This design comes from an exercise in tuning for small area and a short achievable clock period on the open sky130 flow, not from production work.
Where RTL was checked, it was by simulation tests only, not by an equivalence proof against the original.
Power figures rest on the tool's default switching activity, not on a simulated workload.

## osiris_id_ex
module osiris_id_ex #(
    parameter int XLEN = osiris_pkg::XLEN_DEF
) (
    input  logic            i_clk,
    input  logic            i_rst_n,
    input  logic            i_valid,
    input  logic [31:0]     i_instr,
    input  logic [XLEN-1:0] i_pc,
    input  logic [XLEN-1:0] i_rs1_data,
    input  logic [XLEN-1:0] i_rs2_data,
    output logic            o_ex_valid,
    output logic [XLEN-1:0] o_ex_alu_result,
    output logic [XLEN-1:0] o_ex_pc_plus4,
    output logic [XLEN-1:0] o_ex_store_data,
    output logic [4:0]      o_ex_rd,
    output logic            o_ex_reg_write,
    output logic            o_ex_mem_write,
    output logic [1:0]      o_ex_result_src,
    output logic            o_ex_fence,
    output logic            o_pc_src,
    output logic [XLEN-1:0] o_pc_target
);
    logic       a_pc, a_rs1, a_rev, b_rs2;
    logic       imm_i, imm_s, imm_b, imm_u, imm_j;
    logic [2:0] fn_if;
    logic       sub_if, sra_if, jalr_if, jump_if, branch_if;
    logic       reg_write_if, load_if, store_if, fence_if;
    logic [16:0] cmp_if;
    op_decoder u_op_decoder (
        .i_op        (i_instr[6:2]),
        .i_funct_3   (i_instr[14:12]),
        .i_funct_7_5 (i_instr[30]),
        .o_a_pc      (a_pc),
        .o_a_rs1     (a_rs1),
        .o_a_rev     (a_rev),
        .o_b_rs2     (b_rs2),
        .o_imm_i     (imm_i),
        .o_imm_s     (imm_s),
        .o_imm_b     (imm_b),
        .o_imm_u     (imm_u),
        .o_imm_j     (imm_j),
        .o_fn        (fn_if),
        .o_sub       (sub_if),
        .o_sra       (sra_if),
        .o_jalr      (jalr_if),
        .o_jump      (jump_if),
        .o_branch    (branch_if),
        .o_reg_write (reg_write_if),
        .o_load      (load_if),
        .o_store     (store_if),
        .o_fence     (fence_if)
    );
    logic [31:0] imm;
    imm_extend u_imm_extend (
        .i_instr (i_instr[31:7]),
        .i_imm_i (imm_i),
        .i_imm_s (imm_s),
        .i_imm_b (imm_b),
        .i_imm_u (imm_u),
        .i_imm_j (imm_j),
        .o_imm   (imm)
    );
    logic [31:0] a_if, b_if;
    alu_decoder u_alu_decoder (
  ...
Settings: LEC_CHECK=0, CAP_MARGIN=20, CORE_MARGIN=2, CORE_UTILIZATION=55, PLACE_DENSITY=0.68, SLEW_MARGIN=20; clock period 8.5 ns.
standard.sh (not shown) runs the stock make flow with config.mk's settings and CLKGATE_MAP_FILE= SYNTH_SCRIPT=/design/flow/synth_recipe.tcl, a recipe that flattens the netlist after the stock synthesis.
==> flow/flow/run.sh <==
#!/bin/bash
set -euo pipefail
export BUFFER_PORTS_ARGS="-buffer_cell sky130_fd_sc_hd__buf_1"
export CTS_ARGS="-sink_clustering_enable -repair_clock_nets -dont_use_dummy_load -sink_clustering_size 10 -sink_clustering_max_diameter 60 -buf_list {sky130_fd_sc_hd__clkbuf_8 sky130_fd_sc_hd__clkbuf_16}"
export SETUP_SLACK_MARGIN=5.75
bash standard.sh > standard.log 2>&1
Next try:
==> flow/flow/run.sh (replaced) <==
#!/bin/bash
set -euo pipefail
export BUFFER_PORTS_ARGS="-buffer_cell sky130_fd_sc_hd__buf_1"
export CTS_ARGS="-sink_clustering_enable -repair_clock_nets -dont_use_dummy_load -sink_clustering_size 20 -sink_clustering_max_diameter 100 -buf_list {sky130_fd_sc_hd__clkbuf_8 sky130_fd_sc_hd__clkbuf_16}"
export SETUP_SLACK_MARGIN=5.85
bash standard.sh > standard.log 2>&1
Outcome: The new run went through all stages and came out clean. Non-clock buffer count rose by 21. Cell area is higher by a few percent. Via count increases slightly. Synthesized area stays the same.
Next try:
==> flow/flow/run.sh (replaced) <==
#!/bin/bash
set -euo pipefail
export BUFFER_PORTS_ARGS="-buffer_cell sky130_fd_sc_hd__buf_1"
export CTS_ARGS="-sink_clustering_enable -repair_clock_nets -dont_use_dummy_load -sink_clustering_size 14 -sink_clustering_max_diameter 80 -buf_list {sky130_fd_sc_hd__clkbuf_8 sky130_fd_sc_hd__clkbuf_16}"
export SETUP_SLACK_MARGIN=5.8
bash standard.sh > standard.log 2>&1
Result: The changed run completed with no timing, DRC or antenna violations; routed wire length drops by about 3.4%; worst hold slack improves by 0.042 ns; register-to-register slack degrades by 0.03 ns; setup slack improves by 0.0082 ns; final cell count drops by 1.0%; final area drops by about 3.7%.

* * *

Another version of the RTL of osiris_id_ex (not shown whole).
For scale: about 1400 cells after synthesis, about 260 flip-flops.
==> flow/config.mk <==
export PLATFORM = sky130hd
export DESIGN_NAME = osiris_id_ex
export DESIGN_NICKNAME = osiris_id_ex
export VERILOG_FILES = /design/flow/design.v
export SDC_FILE = /design/flow/constraint.sdc
export NUM_CORES = 4
export LEC_CHECK = 0
export CAP_MARGIN = 20
export CORE_MARGIN = 2
export CORE_UTILIZATION = 55
export PLACE_DENSITY = 0.68
export SLEW_MARGIN = 20
==> flow/constraint.sdc <==
create_clock -name core_clock -period 8.5 [get_ports {i_clk}]
set_input_delay 1.7000 -clock core_clock [delete_from_list [all_inputs] [get_ports {i_clk}]]
set_output_delay 1.7000 -clock core_clock [all_outputs]
set_load 0.01 [all_outputs]
==> flow/flow/run.sh <==
#!/bin/bash
set -euo pipefail
export BUFFER_PORTS_ARGS="-buffer_cell sky130_fd_sc_hd__buf_1"
export CTS_ARGS="-sink_clustering_enable -repair_clock_nets -dont_use_dummy_load -sink_clustering_size 20 -sink_clustering_max_diameter 100 -buf_list {sky130_fd_sc_hd__clkbuf_8 sky130_fd_sc_hd__clkbuf_16}"
export SETUP_SLACK_MARGIN=5.75
bash standard.sh > standard.log 2>&1
The baseline produced a clean layout.
Then changed:
==> flow/flow/run.sh (replaced) <==
#!/bin/bash
set -euo pipefail
export BUFFER_PORTS_ARGS="-buffer_cell sky130_fd_sc_hd__buf_1"
export CTS_ARGS="-sink_clustering_enable -repair_clock_nets -dont_use_dummy_load -sink_clustering_size 20 -sink_clustering_max_diameter 100 -buf_list {sky130_fd_sc_hd__clkbuf_8 sky130_fd_sc_hd__clkbuf_16}"
export SETUP_SLACK_MARGIN=5.5
bash standard.sh > standard.log 2>&1
--- a/flow/config.mk
+++ b/flow/config.mk
@@ -9,4 +9,4 @@
 export CORE_MARGIN = 2
-export CORE_UTILIZATION = 55
-export PLACE_DENSITY = 0.68
+export CORE_UTILIZATION = 62
+export PLACE_DENSITY = 0.72
 export SLEW_MARGIN = 20
Outcome:
- power is lower slightly
- combinational power decreases by a few percent
- routed wire length came out higher by a few percent
- worst setup slack degrades by 0.066 ns

* * *

Another version of the RTL of osiris_id_ex (not shown whole).
Size: about 250 flip-flops, about 270 I/O pins, roughly 14000 sq um of cells after synthesis.
clock: 8.5 ns
lec_check: 0
cap_margin: 20
core_margin: 2
core_utilization: 40
setup_slack_margin: 5
slew_margin: 20
run.sh (not shown) runs the stock make flow with config.mk's settings and CLKGATE_MAP_FILE= SYNTH_SCRIPT=/design/flow/synth_recipe.tcl, a recipe that flattens the netlist after the stock synthesis.
Stock flow here: none of the scripts above is used.
Edit:
==> flow/flow/run.sh (new file) <==
#!/bin/bash
set -euo pipefail
export BUFFER_PORTS_ARGS="-buffer_cell sky130_fd_sc_hd__buf_2"
export SETUP_SLACK_MARGIN=5.5
bash standard.sh > standard.log 2>&1
==> flow/standard.sh (new file) <==
#!/bin/bash
# synth_recipe.tcl (not shown) runs the flow's synth.tcl, then flattens the netlist and writes it again
# the make line also repeats each setting of config.mk as NAME=value (left out here)
make -C /OpenROAD-flow-scripts/flow DESIGN_CONFIG=/design/flow/config.mk WORK_HOME=/design/flow/orfs CLKGATE_MAP_FILE= SYNTH_SCRIPT=/design/flow/synth_recipe.tcl "${@:-finish}"
Settings changed: SETUP_SLACK_MARGIN 5 to unset.
removed: flow/run.sh
Result: The changed run went through all stages and came out clean; maximum frequency increases by 13%; non-clock buffer count increases by 22; synthesized cell count does not change; final cell count increases by 0.87%; sequential cell count stays the same; setup slack improved by 0.39 ns; wire length increases by 0.69%; cell area decreases by 2.5%; die area is unchanged; power decreases by 3.9%; global-route usage decreases by 0.23 points.
No functional check of the RTL was part of any run of this note.

* * *

alpha:
osiris_id_ex with an RTL version that a note above also has.
Size: roughly 270 I/O pins, about 14000 um^2 of cells after synthesis.
Design osiris_id_ex, start of the top module:
module osiris_id_ex #(
    parameter int XLEN = osiris_pkg::XLEN_DEF
) (
    input  logic            i_clk,
    input  logic            i_rst_n,
    input  logic            i_valid,
    input  logic [31:0]     i_instr,
    input  logic [XLEN-1:0] i_pc,
    input  logic [XLEN-1:0] i_rs1_data,
    input  logic [XLEN-1:0] i_rs2_data,
    output logic            o_ex_valid,
    output logic [XLEN-1:0] o_ex_alu_result,
    output logic [XLEN-1:0] o_ex_pc_plus4,
    output logic [XLEN-1:0] o_ex_store_data,
    output logic [4:0]      o_ex_rd,
    output logic            o_ex_reg_write,
    output logic            o_ex_mem_write,
    output logic [1:0]      o_ex_result_src,
    output logic            o_ex_fence,
    output logic            o_pc_src,
    output logic [XLEN-1:0] o_pc_target
);
    logic       a_pc, a_rs1, a_rev, b_rs2;
    logic       imm_i, imm_s, imm_b, imm_u, imm_j;
    logic [2:0] fn_if;
    logic       sub_if, sra_if, jalr_if, jump_if, branch_if;
    logic       reg_write_if, load_if, store_if, fence_if;
    logic [16:0] cmp_if;
    op_decoder u_op_decoder (
        .i_op        (i_instr[6:2]),
        .i_funct_3   (i_instr[14:12]),
        .i_funct_7_5 (i_instr[30]),
        .o_a_pc      (a_pc),
        .o_a_rs1     (a_rs1),
        .o_a_rev     (a_rev),
        .o_b_rs2     (b_rs2),
        .o_imm_i     (imm_i),
        .o_imm_s     (imm_s),
        .o_imm_b     (imm_b),
        .o_imm_u     (imm_u),
        .o_imm_j     (imm_j),
  ...
clock: 8.5 ns
lec_check: 0
cap_margin: 20
core_margin: 2
core_utilization: 55
place_density: 0.68
slew_margin: 20
standard.sh (not shown) runs the stock make flow with config.mk's settings and CLKGATE_MAP_FILE= SYNTH_SCRIPT=/design/flow/synth_recipe.tcl, a recipe that flattens the netlist after the stock synthesis.
==> flow/flow/run.sh <==
#!/bin/bash
set -euo pipefail
export BUFFER_PORTS_ARGS="-buffer_cell sky130_fd_sc_hd__buf_1"
export CTS_ARGS="-sink_clustering_enable -repair_clock_nets -dont_use_dummy_load -sink_clustering_size 14 -sink_clustering_max_diameter 80 -buf_list {sky130_fd_sc_hd__clkbuf_8 sky130_fd_sc_hd__clkbuf_16}"
export SETUP_SLACK_MARGIN=5.75
bash standard.sh > standard.log 2>&1
alpha did not stop at any stage, and its layout met the timing, DRC and antenna checks.
## Diff of input files: beta against alpha
Settings: PLACE_DENSITY: 0.68 -> 0.6.
## What came out
Every stage of the flow completed for beta, and the final layout passed the timing, DRC and antenna checks. Summary of beta over alpha: share of the clock period used by the worst path after layout barely changed; count of plain and timing-repair buffers higher; post-layout instance count excluding filler cells went up. Data arrival at the endpoint of the critical path delta (beta -> alpha): insignificant. Post-synthesis share of cell area spent on full adders, half adders and majority gates came out exactly the same in beta and alpha. Setup slack: beta worse than alpha. Per the comparison of beta with alpha, number of antenna violations at the first check in global routing went up, power rose by about 0.5%, global-route usage went up by 1.2 points.
The inputs of gamma differ from those of beta as listed below.
Settings: changing PLACE_DENSITY from 0.6 to 0.68.
==> flow/flow/run.sh <==
#!/bin/bash
set -euo pipefail
export BUFFER_PORTS_ARGS="-buffer_cell sky130_fd_sc_hd__buf_1"
export CTS_ARGS="-sink_clustering_enable -repair_clock_nets -dont_use_dummy_load -sink_clustering_size 20 -sink_clustering_max_diameter 100 -buf_list {sky130_fd_sc_hd__clkbuf_8 sky130_fd_sc_hd__clkbuf_16}"
export SETUP_SLACK_MARGIN=5.75
bash standard.sh > standard.log 2>&1
==> comparison <==
- Taking beta as the reference, in gamma final cell count now sits lower; post-route minimum period now sits at about the same level; biggest fanout along the worst timing path now sits at about the same level.
Input changes introduced in delta (baseline for comparison: gamma):
==> flow/flow/run.sh <==
#!/bin/bash
set -euo pipefail
export BUFFER_PORTS_ARGS="-buffer_cell sky130_fd_sc_hd__buf_1"
export CTS_ARGS="-sink_clustering_enable -repair_clock_nets -dont_use_dummy_load -sink_clustering_size 20 -sink_clustering_max_diameter 100 -buf_list {sky130_fd_sc_hd__clkbuf_8 sky130_fd_sc_hd__clkbuf_16}"
export SETUP_SLACK_MARGIN=5.8
bash standard.sh > standard.log 2>&1
==> comparison <==
For hold slack, gamma and delta come out practically identical.
The highest cell delay on the worst timing path of delta is lower than that of gamma.
For storage element area, gamma and delta come out practically identical.
Of the two candidates, gamma has the worse final critical-path setup slack and delta the better one.
gamma → delta: total power increased by about 1.7% relative to the old numbers; number of global-route vias before repair went up 363.
delta improves on gamma in setup slack on the worst flop-to-flop path.
Changes observed in delta relative to gamma: area growth from synthesis to layout increased 2.0 points, total length of routed met3 wires increased 94 um.
For gamma, the category of the most critical setup path was flip-flop to primary output, unlike delta, where it was primary input to flip-flop.

* * *

osiris_id_ex, a different RTL version from the one above (not shown whole).
Size: ~1,400 cells after synthesis, roughly 270 flip-flops, about 270 I/O pins, ~13,000 um^2 of cells after synthesis.
Design osiris_id_ex, start of the top module:
module osiris_id_ex #(
    parameter int XLEN = osiris_pkg::XLEN_DEF
) (
    input  logic            i_clk,
    input  logic            i_rst_n,
    input  logic            i_valid,
    input  logic [31:0]     i_instr,
    input  logic [XLEN-1:0] i_pc,
    input  logic [XLEN-1:0] i_rs1_data,
    input  logic [XLEN-1:0] i_rs2_data,
    output logic            o_ex_valid,
    output logic [XLEN-1:0] o_ex_alu_result,
    output logic [XLEN-1:0] o_ex_pc_plus4,
    output logic [XLEN-1:0] o_ex_store_data,
    output logic [4:0]      o_ex_rd,
    output logic            o_ex_reg_write,
    output logic            o_ex_mem_write,
    output logic [1:0]      o_ex_result_src,
    output logic            o_ex_fence,
    output logic            o_pc_src,
    output logic [XLEN-1:0] o_pc_target
);
==> flow/config.mk <==
export PLATFORM = sky130hd
export DESIGN_NAME = osiris_id_ex
export DESIGN_NICKNAME = osiris_id_ex
export VERILOG_FILES = /design/flow/design.v
export SDC_FILE = /design/flow/constraint.sdc
export NUM_CORES = 4
export LEC_CHECK = 0
export CAP_MARGIN = 20
export CORE_MARGIN = 2
export CORE_UTILIZATION = 55
export PLACE_DENSITY = 0.68
export SLEW_MARGIN = 20
==> flow/constraint.sdc <==
create_clock -name core_clock -period 8.5 [get_ports {i_clk}]
set_input_delay 1.7000 -clock core_clock [delete_from_list [all_inputs] [get_ports {i_clk}]]
set_output_delay 1.7000 -clock core_clock [all_outputs]
set_load 0.01 [all_outputs]
==> flow/flow/run.sh <==
#!/bin/bash
set -euo pipefail
export BUFFER_PORTS_ARGS="-buffer_cell sky130_fd_sc_hd__buf_1"
export CTS_ARGS="-sink_clustering_enable -repair_clock_nets -dont_use_dummy_load -sink_clustering_size 30 -sink_clustering_max_diameter 150 -buf_list {sky130_fd_sc_hd__clkbuf_8 sky130_fd_sc_hd__clkbuf_16}"
export SETUP_SLACK_MARGIN=5.5
bash standard.sh > standard.log 2>&1
Change:
==> flow/flow/run.sh (replaced) <==
#!/bin/bash
set -euo pipefail
export BUFFER_PORTS_ARGS="-buffer_cell sky130_fd_sc_hd__buf_1"
export CTS_ARGS="-sink_clustering_enable -repair_clock_nets -dont_use_dummy_load -sink_clustering_size 20 -sink_clustering_max_diameter 100 -buf_list {sky130_fd_sc_hd__clkbuf_8 sky130_fd_sc_hd__clkbuf_16}"
export SETUP_SLACK_MARGIN=5.5
bash standard.sh > standard.log 2>&1
The new run finished clean.
Synthesized area does not change.
Die area is unchanged.
Power went up by about 3.4%.
Wire length is higher by about 0.36%.
Cell count is about the same.
Core utilization went up by 0.52 points.
Via count goes up by 0.57%.
No functional check of the RTL was part of any run of this note.

* * *

== run A ==
RTL: one of the versions met above, not the one the previous note started from.
Size in the first run: ~1600 cells after synthesis, about 250 flip-flops, roughly 270 I/O pins.
## osiris_id_ex
module osiris_id_ex #(
    parameter int XLEN = osiris_pkg::XLEN_DEF
) (
    input  logic            i_clk,
    input  logic            i_rst_n,
    input  logic            i_valid,
    input  logic [31:0]     i_instr,
    input  logic [XLEN-1:0] i_pc,
    input  logic [XLEN-1:0] i_rs1_data,
    input  logic [XLEN-1:0] i_rs2_data,
    output logic            o_ex_valid,
    output logic [XLEN-1:0] o_ex_alu_result,
    output logic [XLEN-1:0] o_ex_pc_plus4,
    output logic [XLEN-1:0] o_ex_store_data,
    output logic [4:0]      o_ex_rd,
    output logic            o_ex_reg_write,
    output logic            o_ex_mem_write,
    output logic [1:0]      o_ex_result_src,
    output logic            o_ex_fence,
    output logic            o_pc_src,
    output logic [XLEN-1:0] o_pc_target
);
clock: 8.5 ns
lec_check: 0
cap_margin: 20
core_margin: 2
core_utilization: 40
cts_buf_list: sky130_fd_sc_hd__clkbuf_4 sky130_fd_sc_hd__clkbuf_8
slew_margin: 20
==> flow/flow/run.sh <==
#!/bin/bash
set -euo pipefail
export BUFFER_PORTS_ARGS="-buffer_cell sky130_fd_sc_hd__buf_1"
export SETUP_SLACK_MARGIN=5.5
bash standard.sh > standard.log 2>&1
Run A finished end to end and its layout was clean on timing, DRC and antenna.
Inputs modified between run A and run B:
- CTS_BUF_LIST no longer set, was sky130_fd_sc_hd__clkbuf_4 sky130_fd_sc_hd__clkbuf_8
==> flow/flow/run.sh <==
#!/bin/bash
set -euo pipefail
export BUFFER_PORTS_ARGS="-buffer_cell sky130_fd_sc_hd__buf_1"
export CTS_ARGS="-sink_clustering_enable -repair_clock_nets -dont_use_dummy_load -sink_clustering_size 20 -sink_clustering_max_diameter 100 -buf_list {sky130_fd_sc_hd__clkbuf_8 sky130_fd_sc_hd__clkbuf_16}"
export SETUP_SLACK_MARGIN=5.5
bash standard.sh > standard.log 2>&1
## What came out
- The combinational power on run A is in line with that on run B.
- Run A vs run B, critical path's slowest cell: sky130_fd_sc_hd__ha_1 vs sky130_fd_sc_hd__a221o_1
- Run B against run A: combinational fraction of design power grew by 5.3 points; critical path required time fell by 0.13 ns; global-route wire length before repair lost about 0.9%.
#### Input delta (run C over run B)
==> flow/flow/run.sh <==
#!/bin/bash
set -euo pipefail
export BUFFER_PORTS_ARGS="-buffer_cell sky130_fd_sc_hd__buf_1"
export CTS_ARGS="-sink_clustering_enable -repair_clock_nets -dont_use_dummy_load -sink_clustering_size 20 -sink_clustering_max_diameter 100 -buf_list {sky130_fd_sc_hd__clkbuf_8 sky130_fd_sc_hd__clkbuf_16}"
export SETUP_SLACK_MARGIN=5.2
bash standard.sh > standard.log 2>&1
Results
- From run C to run B, number of rows created at floorplan did not move at all.
- Run comparison: run C type of the setup path with the least slack flop to flop; run B type of the setup path with the least slack input pin to flop
- On hold-critical path depth, run B and run C are basically level.
- First-iteration DRC count (lower): run B
- Minimum setup slack among reg-to-reg paths: run C worse than run B
- | multi-input logic portion of the cell area | run C vs run B | 0.23 points higher |
- Peak fanout along the critical path for run C is higher than for run B.
- Comparing run B against run C, there is no change at all in area of the core.
- Amount of wire on met2 after detailed routing delta (run C -> run B): insignificant
- The non-clock buffer count reported for run C is smaller than that of run B by 4.6%.
- Critical path depth, run B and run C: smaller value in run C
- Run C was carried through to the last stage, and its layout satisfied the timing, DRC and antenna checks.
- On run C: number of gates resized after cts is 82 lower than what run B gave.
No functional check of the RTL was part of any run of this note.

## re-timing with driven ports
Ports are ideal in the flow. The routed layouts listed here were re-timed in OpenROAD. Step 1 assumes that a clkbuf_16 drives the clock port and a buf_2 every other input. Step 2 moves the port delays by t, midway between the first and last clock arrival at a register: inputs arrive t later, outputs are due t later. That takes back most of the time a late clock gives input paths. a / b / c = ideal ports / drivers / drivers and shift; a / b = the first two.
| run | t, ns | setup WS [ns] | hold slack, ns | clock arrival spread, ns |
|---|---|---|---|---|
| the first run of note 1 | 0.551 | 5.763 / 5.712 / 5.247 | 0.323 / 0.323 / 0.323 | 0.056 / 0.056 |
| the second run of note 1 | 0.548 | 5.810 / 5.758 / 5.300 | 0.279 / 0.279 / 0.279 | 0.075 / 0.075 |
| the third run of note 1 | 0.572 | 5.818 / 5.765 / 5.304 | 0.321 / 0.321 / 0.321 | 0.032 / 0.032 |
| the first run of note 2 | 0.532 | 5.615 / 5.615 / 5.106 | 0.319 / 0.319 / 0.319 | 0.050 / 0.049 |
| the second run of note 2 | 0.536 | 5.549 / 5.573 / 5.037 | 0.330 / 0.330 / 0.330 | 0.039 / 0.038 |
| the first run of note 3 | 0.618 | 5.035 / 5.038 / 4.420 | 0.321 / 0.321 / 0.321 | 0.012 / 0.012 |
| the second run of note 3 | 0.619 | 5.422 / 5.402 / 4.783 | 0.320 / 0.320 / 0.320 | 0.025 / 0.025 |
| alpha | 0.565 | 5.783 / 5.734 / 5.283 | 0.326 / 0.326 / 0.326 | 0.036 / 0.036 |
| beta | 0.564 | 5.772 / 5.721 / 5.259 | 0.319 / 0.319 / 0.319 | 0.032 / 0.032 |
| gamma | 0.546 | 5.771 / 5.722 / 5.295 | 0.324 / 0.324 / 0.324 | 0.020 / 0.021 |
| delta | 0.555 | 5.790 / 5.769 / 5.261 | 0.323 / 0.323 / 0.323 | 0.022 / 0.022 |
| the first run of note 5 | 0.530 | 5.490 / 5.490 / 5.124 | 0.319 / 0.319 / 0.319 | 0.060 / 0.061 |
| the second run of note 5 | 0.546 | 5.587 / 5.587 / 5.091 | 0.321 / 0.321 / 0.321 | 0.022 / 0.021 |
| run A | 0.662 | 5.433 / 5.440 / 4.778 | 0.315 / 0.315 / 0.315 | 0.035 / 0.034 |
| run B | 0.540 | 5.299 / 5.283 / 4.744 | 0.326 / 0.326 / 0.326 | 0.029 / 0.029 |
| run C | 0.549 | 5.233 / 5.233 / 4.713 | 0.329 / 0.329 / 0.329 | 0.043 / 0.042 |
After both steps setup and hold are still met in every run listed. The setup slack of run A, which loses most, moves by +0.007 ns with the drivers and by -0.655 ns with both steps.
